Source: an optimization exercise on an open RTL-to-GDS flow (aim: small area, a short achievable clock period and few clock cycles per item). Production flows keep margins and buffers that such runs may drop.
Function was checked by simulation only, so behaviour that the tests miss may differ from the original.
Power figures rest on the tool's default switching activity, not on a simulated workload.

<file path="flow/config.mk">
export PLATFORM = sky130hd
export DESIGN_NAME = sorted_remap_table_unit
export DESIGN_NICKNAME = sorted_remap_table_unit
export VERILOG_FILES = /design/flow/design.v
export SDC_FILE = /design/flow/constraint.sdc
export NUM_CORES = 4
export LEC_CHECK = 0
export CAP_MARGIN = 40
export CORE_MARGIN = 2
export CORE_UTILIZATION = 30
export PLACE_DENSITY = 0.55
export SLEW_MARGIN = 40
</file>
<file path="flow/constraint.sdc">
create_clock -name core_clock -period 8.0 [get_ports {clk_i}]
set_input_delay 1.6000 -clock core_clock [delete_from_list [all_inputs] [get_ports {clk_i}]]
set_output_delay 1.6000 -clock core_clock [all_outputs]
set_load 0.01 [all_outputs]
</file>
<file path="flow/design.v">
`timescale 1ns / 1ps
package srt_pkg;
  localparam int unsigned CFG_W = 6;
  localparam logic [CFG_W-1:0] CAP_RESET = 6'd32;
  localparam logic [1:0] MODE_INSERT = 2'd0;
  localparam logic [1:0] MODE_LOOKUP = 2'd1;
  localparam logic [1:0] MODE_FLUSH  = 2'd2;
  localparam logic [1:0] KIND_LOOKUP = 2'd0;
  localparam logic [1:0] KIND_ENTRY  = 2'd1;
  localparam logic [1:0] KIND_INSERT = 2'd2;
  localparam logic [1:0] KIND_FLUSH  = 2'd3;
  typedef enum logic [1:0] {
    OP_HOLD,
    OP_INSERT,
    OP_COLLAPSE,
    OP_SHIFT_DOWN
  } cell_op_e;
  typedef struct packed {
    logic     cmp_en;
    cell_op_e op;
  } cell_ctrl_t;
  typedef struct packed {
    logic lt;
    logic hit_any;
    logic match_any;
  } chain_t;
endpackage
`timescale 1ns / 1ps
module srt_cell #(
  parameter int unsigned ADDRESS_BITS = 40
) (
  input  logic                    clk_i,
  input  logic                    rst_ni,
  input  srt_pkg::cell_ctrl_t     ctrl_i,
  input  logic [ADDRESS_BITS-1:0] key_i,
  input  logic [ADDRESS_BITS-1:0] req_old_i,
  input  logic [ADDRESS_BITS-1:0] req_new_i,
  input  logic                    lo_valid_i,
  input  logic [ADDRESS_BITS-1:0] lo_old_i,
  input  logic [ADDRESS_BITS-1:0] lo_new_i,
  input  srt_pkg::chain_t         lo_chain_i,
  input  logic [ADDRESS_BITS-1:0] lo_look_i,
  input  logic                    hi_valid_i,
  input  logic [ADDRESS_BITS-1:0] hi_old_i,
  input  logic [ADDRESS_BITS-1:0] hi_new_i,
  output logic                    valid_o,
  output logic [ADDRESS_BITS-1:0] old_o,
  output logic [ADDRESS_BITS-1:0] new_o,
  output srt_pkg::chain_t         chain_o,
  output logic [ADDRESS_BITS-1:0] look_o
);
  logic                    valid_q, valid_d;
  logic [ADDRESS_BITS-1:0] old_q, old_d;
  logic [ADDRESS_BITS-1:0] new_q, new_d;
  logic                    eq_old_q, eq_new_q, lt_q;
  logic                    own_lt, own_hit, own_match;
  assign own_lt    = valid_q & lt_q;
  assign own_hit   = valid_q & (eq_old_q | eq_new_q);
  assign own_match = valid_q & eq_old_q;
  assign chain_o.lt        = own_lt;
  assign chain_o.hit_any   = lo_chain_i.hit_any | own_hit;
  assign chain_o.match_any = lo_chain_i.match_any | own_match;
  assign look_o            = lo_look_i | (own_match ? new_q : '0);
  assign valid_o = valid_q;
  assign old_o   = old_q;
  assign new_o   = new_q;
  always_comb begin
    valid_d = valid_q;
    old_d   = old_q;
    new_d   = new_q;
    case (ctrl_i.op)
      srt_pkg::OP_INSERT: begin
        if (!own_lt) begin
          if (lo_chain_i.lt) begin
            valid_d = 1'b1;
            old_d   = req_old_i;
            new_d   = req_new_i;
          end else begin
            valid_d = lo_valid_i;
            old_d   = lo_old_i;
            new_d   = lo_new_i;
          end
        end
      end
      srt_pkg::OP_COLLAPSE: begin
        if (own_hit && !lo_chain_i.hit_any) begin
          new_d = req_new_i;
        end
      end
      srt_pkg::OP_SHIFT_DOWN: begin
        valid_d = hi_valid_i;
        old_d   = hi_old_i;
        new_d   = hi_new_i;
      end
      default: begin
      end
    endcase
  end
  always_ff @(posedge clk_i or negedge rst_ni) begin
    if (!rst_ni) begin
      valid_q <= 1'b0;
    end else begin
      valid_q <= valid_d;
    end
  end
  always_ff @(posedge clk_i) begin
    old_q <= old_d;
    new_q <= new_d;
    if (ctrl_i.cmp_en) begin
      eq_old_q <= (old_q == key_i);
      eq_new_q <= (new_q == key_i);
      lt_q     <= (old_q < key_i);
    end
  end
endmodule
`timescale 1ns / 1ps
module sorted_remap_table_unit #(
  parameter int unsigned TABLE_DEPTH  = 16,
  parameter int unsigned ADDRESS_BITS = 40
) (
  input  logic                    clk_i,
  input  logic                    rst_ni,
  input  logic                    start_i,
  output logic                    busy_o,
  input  logic [1:0]              mode_i,
  input  logic [ADDRESS_BITS-1:0] old_address_i,
  input  logic [ADDRESS_BITS-1:0] new_address_i,
  input  logic                    cfg_we_i,
  input  logic [srt_pkg::CFG_W-1:0] cfg_wdata_i,
  output logic                    result_valid_o,
  output logic [1:0]              kind_o,
  output logic [ADDRESS_BITS-1:0] entry_old_o,
  output logic [ADDRESS_BITS-1:0] entry_new_o,
  output logic                    found_o,
  output logic                    last_o
);
  localparam int unsigned CntW = $clog2(TABLE_DEPTH + 1);
  localparam int unsigned LimW = (CntW > srt_pkg::CFG_W) ? CntW : srt_pkg::CFG_W;
  localparam logic [1:0] S_IDLE  = 2'd0;
  localparam logic [1:0] S_ACT   = 2'd1;
  localparam logic [1:0] S_DRAIN = 2'd2;
  logic [1:0]              state_q, state_d;
  logic [1:0]              mode_q;
  logic [ADDRESS_BITS-1:0] req_old_q, req_new_q;
  logic [CntW-1:0]         count_q, count_d;
  logic [srt_pkg::CFG_W-1:0]        cap_q;
  logic [LimW-1:0]         cap_ext, eff_lim;
  logic                    res_valid_q, res_valid_d;
  logic [1:0]              kind_q, kind_d;
  logic [ADDRESS_BITS-1:0] eold_q, eold_d, enew_q, enew_d;
  logic                    found_q, found_d, last_q, last_d;
  srt_pkg::cell_ctrl_t              ctrl;
  logic                    accept;
  logic                    c_valid [TABLE_DEPTH];
  logic [ADDRESS_BITS-1:0] c_old   [TABLE_DEPTH];
  logic [ADDRESS_BITS-1:0] c_new   [TABLE_DEPTH];
  logic [ADDRESS_BITS-1:0] c_look  [TABLE_DEPTH];
  logic [TABLE_DEPTH-1:0]   c_lt, c_hit, c_match;
  assign accept = start_i && (state_q == S_IDLE);
  assign busy_o = (state_q != S_IDLE);
  assign cap_ext = LimW'(cap_q);
  always_comb begin
    eff_lim = cap_ext;
    if (cap_ext == '0) begin
      eff_lim = LimW'(1);
    end else if (cap_ext > LimW'(TABLE_DEPTH)) begin
      eff_lim = LimW'(TABLE_DEPTH);
    end
  end
  genvar gi;
  generate
    for (gi = 0; gi < TABLE_DEPTH; gi++) begin : g_cell
      logic                    lo_valid, hi_valid;
      logic [ADDRESS_BITS-1:0] lo_old, lo_new, lo_look, hi_old, hi_new;
      srt_pkg::chain_t                  lo_chain, chain_out;
      if (gi == 0) begin : g_first
        assign lo_valid = 1'b0;
        assign lo_old   = '0;
        assign lo_new   = '0;
        assign lo_look  = '0;
        assign lo_chain.lt        = 1'b1;
        assign lo_chain.hit_any   = 1'b0;
        assign lo_chain.match_any = 1'b0;
      end else begin : g_mid
        assign lo_valid = c_valid[gi-1];
        assign lo_old   = c_old[gi-1];
        assign lo_new   = c_new[gi-1];
        assign lo_look  = c_look[gi-1];
        assign lo_chain.lt        = c_lt[gi-1];
        assign lo_chain.hit_any   = c_hit[gi-1];
        assign lo_chain.match_any = c_match[gi-1];
      end
      if (gi == TABLE_DEPTH - 1) begin : g_top
        assign hi_valid = 1'b0;
        assign hi_old   = '0;
        assign hi_new   = '0;
      end else begin : g_below
        assign hi_valid = c_valid[gi+1];
        assign hi_old   = c_old[gi+1];
        assign hi_new   = c_new[gi+1];
      end
      srt_cell #(
        .ADDRESS_BITS(ADDRESS_BITS)
      ) u_cell (
        .clk_i      (clk_i),
        .rst_ni     (rst_ni),
        .ctrl_i     (ctrl),
        .key_i      (old_address_i),
        .req_old_i  (req_old_q),
        .req_new_i  (req_new_q),
        .lo_valid_i (lo_valid),
        .lo_old_i   (lo_old),
        .lo_new_i   (lo_new),
        .lo_chain_i (lo_chain),
        .lo_look_i  (lo_look),
        .hi_valid_i (hi_valid),
        .hi_old_i   (hi_old),
        .hi_new_i   (hi_new),
        .valid_o    (c_valid[gi]),
        .old_o      (c_old[gi]),
        .new_o      (c_new[gi]),
        .chain_o    (chain_out),
        .look_o     (c_look[gi])
      );
      assign c_lt[gi]    = chain_out.lt;
      assign c_hit[gi]   = chain_out.hit_any;
      assign c_match[gi] = chain_out.match_any;
    end
  endgenerate
  always_comb begin
    state_d     = state_q;
    count_d     = count_q;
    ctrl.cmp_en = accept;
    ctrl.op     = srt_pkg::OP_HOLD;
    res_valid_d = 1'b0;
    kind_d      = kind_q;
    eold_d      = eold_q;
    enew_d      = enew_q;
    found_d     = found_q;
    last_d      = last_q;
    case (state_q)
      S_IDLE: begin
        if (start_i) begin
          state_d = S_ACT;
        end
      end
      S_ACT: begin
        state_d = S_IDLE;
        case (mode_q)
          srt_pkg::MODE_INSERT: begin
            if (c_hit[TABLE_DEPTH-1]) begin
              ctrl.op     = srt_pkg::OP_COLLAPSE;
              res_valid_d = 1'b1;
              kind_d      = srt_pkg::KIND_INSERT;
              eold_d      = req_old_q;
              enew_d      = req_new_q;
              found_d     = 1'b1;
              last_d      = 1'b1;
            end else if (LimW'(count_q) >= eff_lim) begin
              state_d = S_DRAIN;
            end else begin
              ctrl.op     = srt_pkg::OP_INSERT;
              count_d     = count_q + CntW'(1);
              res_valid_d = 1'b1;
              kind_d      = srt_pkg::KIND_INSERT;
              eold_d      = req_old_q;
              enew_d      = req_new_q;
              found_d     = 1'b0;
              last_d      = 1'b1;
            end
          end
          srt_pkg::MODE_LOOKUP: begin
            res_valid_d = 1'b1;
            kind_d      = srt_pkg::KIND_LOOKUP;
            eold_d      = req_old_q;
            enew_d      = c_look[TABLE_DEPTH-1];
            found_d     = c_match[TABLE_DEPTH-1];
            last_d      = 1'b1;
          end
          srt_pkg::MODE_FLUSH: begin
            if (count_q == '0) begin
              res_valid_d = 1'b1;
              kind_d      = srt_pkg::KIND_FLUSH;
              eold_d      = req_old_q;
              enew_d      = '0;
              found_d     = 1'b0;
              last_d      = 1'b1;
            end else begin
              state_d = S_DRAIN;
            end
          end
          default: begin
          end
        endcase
      end
      S_DRAIN: begin
        ctrl.op     = srt_pkg::OP_SHIFT_DOWN;
        count_d     = count_q - CntW'(1);
        res_valid_d = 1'b1;
        kind_d      = srt_pkg::KIND_ENTRY;
        eold_d      = c_old[0];
        enew_d      = c_new[0];
        found_d     = 1'b0;
        last_d      = 1'b0;
        if (count_q == CntW'(1)) begin
          state_d = S_ACT;
        end
      end
      default: begin
        state_d = S_IDLE;
      end
    endcase
  end
  always_ff @(posedge clk_i or negedge rst_ni) begin
    if (!rst_ni) begin
      state_q     <= S_IDLE;
      count_q     <= '0;
      cap_q       <= srt_pkg::CAP_RESET;
      res_valid_q <= 1'b0;
    end else begin
      state_q     <= state_d;
      count_q     <= count_d;
      res_valid_q <= res_valid_d;
      if (cfg_we_i) begin
        cap_q <= cfg_wdata_i;
      end
    end
  end
  always_ff @(posedge clk_i) begin
    if (accept) begin
      mode_q    <= mode_i;
      req_old_q <= old_address_i;
      req_new_q <= new_address_i;
    end
    kind_q  <= kind_d;
    eold_q  <= eold_d;
    enew_q  <= enew_d;
    found_q <= found_d;
    last_q  <= last_d;
  end
  assign result_valid_o = res_valid_q;
  assign kind_o         = kind_q;
  assign entry_old_o    = eold_q;
  assign entry_new_o    = enew_q;
  assign found_o        = found_q;
  assign last_o         = last_q;
endmodule
</file>
<file path="flow/run.sh">
#!/bin/bash
# synth_recipe.tcl (not shown) runs the flow's synth.tcl, then flattens the netlist and writes it again
# the make line also repeats each setting of config.mk as NAME=value (left out here)
make -C /OpenROAD-flow-scripts/flow DESIGN_CONFIG=/design/flow/config.mk WORK_HOME=/design/flow/orfs CLKGATE_MAP_FILE= SYNTH_SCRIPT=/design/flow/synth_recipe.tcl finish
</file>
==> flow_summary.toml <==
[final_layout]
fin_area_um2 = 116800
post_route_cells_drive_above_1_share_pct = 13.16
area_growth_syn_to_layout_pct = 13.69
num-nets-final = 11260

[placement]
detailed_place.area_um2 = 109900
buffer_ports.inserted = 177
globalplace.congestion = 1.119
dp_hpwl_um = 375700

[clock_network]
cts-htree-levels = 4
cts-resized-gates = 0
clk_path_buf_depth = 4
post-cts-setup-buffers = 0
postCtsHoldBufs = 0
clkSinkCount = 1524
numCtsBuffers = 192
worstSkewPairLatency_ns = 0.98
cts.reportedPaths.clkPinSlew_ns = 0.06
tritoncts_clock_tree = "yes"
root_buffer = "sky130_fd_sc_hd__clkbuf_16"

[sta]
post-route-period-util_pct = 68.48
final_period_minus_worst_setup_slack_ns = 5.478
setup_violations = 0
drv_slew = 0
finalHoldViolations = 0
clock.fmax_ghz = 0.1825
fin_setup_tns_ns = 0
rsz_0062_raised_after_global_routing = "false"
timing.clock.skew_ns = 0.1089
worst_slew_margin_rel_pct = 25.77
worstMarginPinSlew_ns = 1.110

[setup_path]
worst_path_class_setup = "reg2reg"
worst-endpoint-required_ns = 8.73
start_kind = "flop"
worstReg2RegEnd = "g_cell[14].u_cell.new_q[15]"
critical_path.max_fanout = 157
worst_r2r_path_depth = 9
cp_data_arrival_time_ns = 6.21
critPathCaptureType = "flop"
worst-r2r-setup-slack_ns = 2.52
timing.rr.start = "g_cell[0].u_cell.eq_new_q"

[power_and_ir_drop]
power_density_nw_per_um2 = 363.9
power_leakage_nw = 42.41
worst_supply_voltage_drop_on_vdd_v = 0.0003539

[global_route]
largest_net_degree_at_the_start_of_global_routing = 188
antenna_found_initial = 66
overflow = 0
first_pass_grt_wire_length_um = 756400
grt_pass1_vias = 87470
grt_util_all_layers_pct = 31.15

[floorplan]
start_util_pct = 30.18
core_area_um2 = 340300
die_w_um = 589.1
num_rows = 214
floorplan.io_pins = 178
dieHeight_um = 589.1
fp.dieArea_um2 = 347000

[yosys]
postSynthRegisterBits = 1524
syn-num-nets = 11520
synth.avg_cell_area_um2 = 9.533
postSynth.asyncResetShare_pct = 1.969
synth_cells = 10770
synth_edf_count = 1494
synth-seq-area-share_pct = 44.42
yosys_warn_count = 6
yosys_most_used_dff = "sky130_fd_sc_hd__edfxtp_1"
distinct_cell_type_count_after_synthesis = 65
mappedNetlistArea_um2 = 102700

[drt]
remaining_drc_errors = 0
drt_first_pass_iters = 9
drt-wirelength-per-cell_um = 36.40
avgViaCountPerCell = 6.196
drt_first_iter_violations = 14460
detail-route-antenna-nets = 0
count_of_vias_placed_by_the_detailed_router = 94390
totalWireLength_um = 554500

[worst_hold_path]
worstHoldEndpoint = "count_q[4]"
hp-start = "count_q[4]"
min_path_type = "reg2reg"
min_path_cells = 1

[status]
run_status = "finished clean"

[job]
cap_viol_max_count = 0
==> metrics by stage <==
step	std cells	total power, mW	utilization (%)	setup slack, ns	hold slack (ns)
after floorplan	10770	24.25	-	1.667	0.4701
after global placement	14780	32.26	31.92	1.375	0.4940
after detailed placement	14830	32.64	32.30	1.706	0.4992
after CTS	15180	41.40	34.06	2.689	0.5075
after global routing	15200	43.33	34.29	2.550	0.5402
final	15230	42.49	34.31	2.522	0.5170
==> power by group <==
group / total [mW] / internal, mW / switching, mW
Sequential: 15.3 / 12.4 / 2.89
Combinational: 18.4 / 5.79 / 12.6
Clock: 8.82 / 4.86 / 3.96
==> sequential cells by signal (all words and copies together) (netlist names), 5 cells and up <==
| name | flops |
|---|---|
| eold_q | 40 |
| g_cell.u_cell.valid_q | 16 |
| enew_q | 40 |
| g_cell.u_cell.new_q | 640 |
| g_cell.u_cell.eq_old_q | 16 |
| req_old_q | 40 |
| g_cell.u_cell.eq_new_q | 16 |
| cap_q | 6 |
| req_new_q | 40 |
| g_cell.u_cell.old_q | 640 |
| g_cell.u_cell.lt_q | 16 |
| count_q | 5 |
==> worst max-delay path by stage <==
stage / from / endpoint / cells past startpoint
after detailed placement: old_address_i[39] / g_cell[1].u_cell.lt_q / 11
after global placement: old_address_i[39] / g_cell[1].u_cell.eq_old_q / 10
after floorplan: cap_q[4] / enew_q[0] / 9
after global routing: g_cell[0].u_cell.eq_new_q / g_cell[9].u_cell.new_q[15] / 9
after CTS: old_address_i[39] / g_cell[1].u_cell.lt_q / 11
final: g_cell[0].u_cell.eq_new_q / g_cell[14].u_cell.new_q[15] / 9
==> metal layers <==
metal / wire length, µm / part of all wire (%) / global-route usage [%]
met2: 234000 / 42 / 45.45
met4: 54940 / 9.9 / 25.41
met5: 189 / 0.034 / 0.08210
met3: 64250 / 12 / 10.29
met1: 201100 / 36 / 37.32
==> cells by family after synthesis <==
family | after synthesis | share of synthesized area [%]
and+or+nand+nor | 4000 | 16.16
AOI/OAI and AO/OA | 2806 | 20.80
DFF | 1524 | 44.42
buffers and inverters | 1094 | 4.592
adders and majority gates | 658 | 8.017
xor gates and xnor gates | 644 | 5.492
muxes | 47 | 0.5142
==> worst max-delay path: stages (launching register included) <==
cell and delay (ns):
sky130_fd_sc_hd__edfxtp_1 0.56, sky130_fd_sc_hd__o21a_1 0.29, sky130_fd_sc_hd__or4_1 0.70, sky130_fd_sc_hd__nor2_4 0.48
sky130_fd_sc_hd__a21o_4 0.38, sky130_fd_sc_hd__buf_12 0.62, sky130_fd_sc_hd__buf_4 0.76, sky130_fd_sc_hd__buf_12 0.60
sky130_fd_sc_hd__a21oi_1 0.19, sky130_fd_sc_hd__a211oi_2 0.24
==> cells in the mapped netlist (all sizes together), types with 46 or more instances <==
| cell | n | area share [%] |
|---|---|---|
| nor2 | 1774 | 6.5 |
| nand2 | 1557 | 5.7 |
| edfxtp | 1494 | 44 |
| a21oi | 820 | 4.0 |
| clkbuf | 775 | 2.8 |
| ha | 658 | 8.0 |
| a211oi | 601 | 7.1 |
| a31oi | 583 | 3.6 |
| xor2 | 515 | 4.4 |
| nand4 | 212 | 1.3 |
| buf | 186 | 1.3 |
| nor4 | 166 | 1.0 |
| a221oi | 142 | 1.2 |
| a22o | 136 | 1.2 |
| inv | 133 | 0.49 |
| xnor2 | 129 | 1.1 |
| o21ai | 119 | 0.58 |
| a21o | 117 | 0.86 |
| nand3 | 73 | 0.36 |
| a22oi | 61 | 0.45 |
| nor2b | 57 | 0.35 |
| and2 | 50 | 0.30 |
| nor3 | 48 | 0.23 |
| mux2 | 46 | 0.50 |
==> layout by cell type (no fill, tap or decap), drive strengths merged, types with 117 or more instances in the layout <==
cell type,count
xor2,515
a31oi,583
a221oi,142
a21oi,820
ha,658
edfxtp,1494
nand4,212
nand2,1557
xnor2,129
a22o,136
o21ai,119
clkbuf,248
a211oi,601
a21o,117
nor2,1774
inv,133
clkdlybuf4s50,175
nor4,166
buf,324
==> layout make-up <==
class | instances | area [µm²]
diodes | 38 | 95.09
well taps | 4536 | 5675
repair buffers | 499 | 4937
clock buffers | 248 | 5107
clock inverters | 100 | 879.6
multi-input cells | 8155 | 53950
flip-flops and latches | 1524 | 45620
inverters | 133 | 499.2
fillers | 34390 | 223600
Testbench counts, summed over its fixed seeds: cycles 11,838, items 4,800.

## separate check: timing with driven ports
The flow's constraints put no driver on any port. The routed layout listed below was extracted and timed again, unchanged, in two steps. Step 1 (the two cells are an assumption about what drives the block):
set clk [get_ports {clk_i}]
set_driving_cell -lib_cell sky130_fd_sc_hd__clkbuf_16 $clk
set_driving_cell -lib_cell sky130_fd_sc_hd__buf_2 [delete_from_list [all_inputs] $clk]
Step 2 adds t to the input delays and takes it off the output delays; t is the mean of the earliest and latest rising clock arrival at the registers after step 1. Input paths then give back, and output paths get back, about the clock's delay inside the block. Three values: ideal, step 1, step 2; two values: the first two.
shift t [ns]: 1.032
slack for setup (ns): 2.522 / 2.522 / 1.618
worst hold slack (ns): 0.517 / 0.517 / 0.517
worst data-port slew with drivers (ns): 0.28
pins driven straight from the clock port: 1
After both steps setup and hold are still met in this run. The setup slack of this run moves by 0.000 ns with the drivers and by -0.904 ns with both steps.
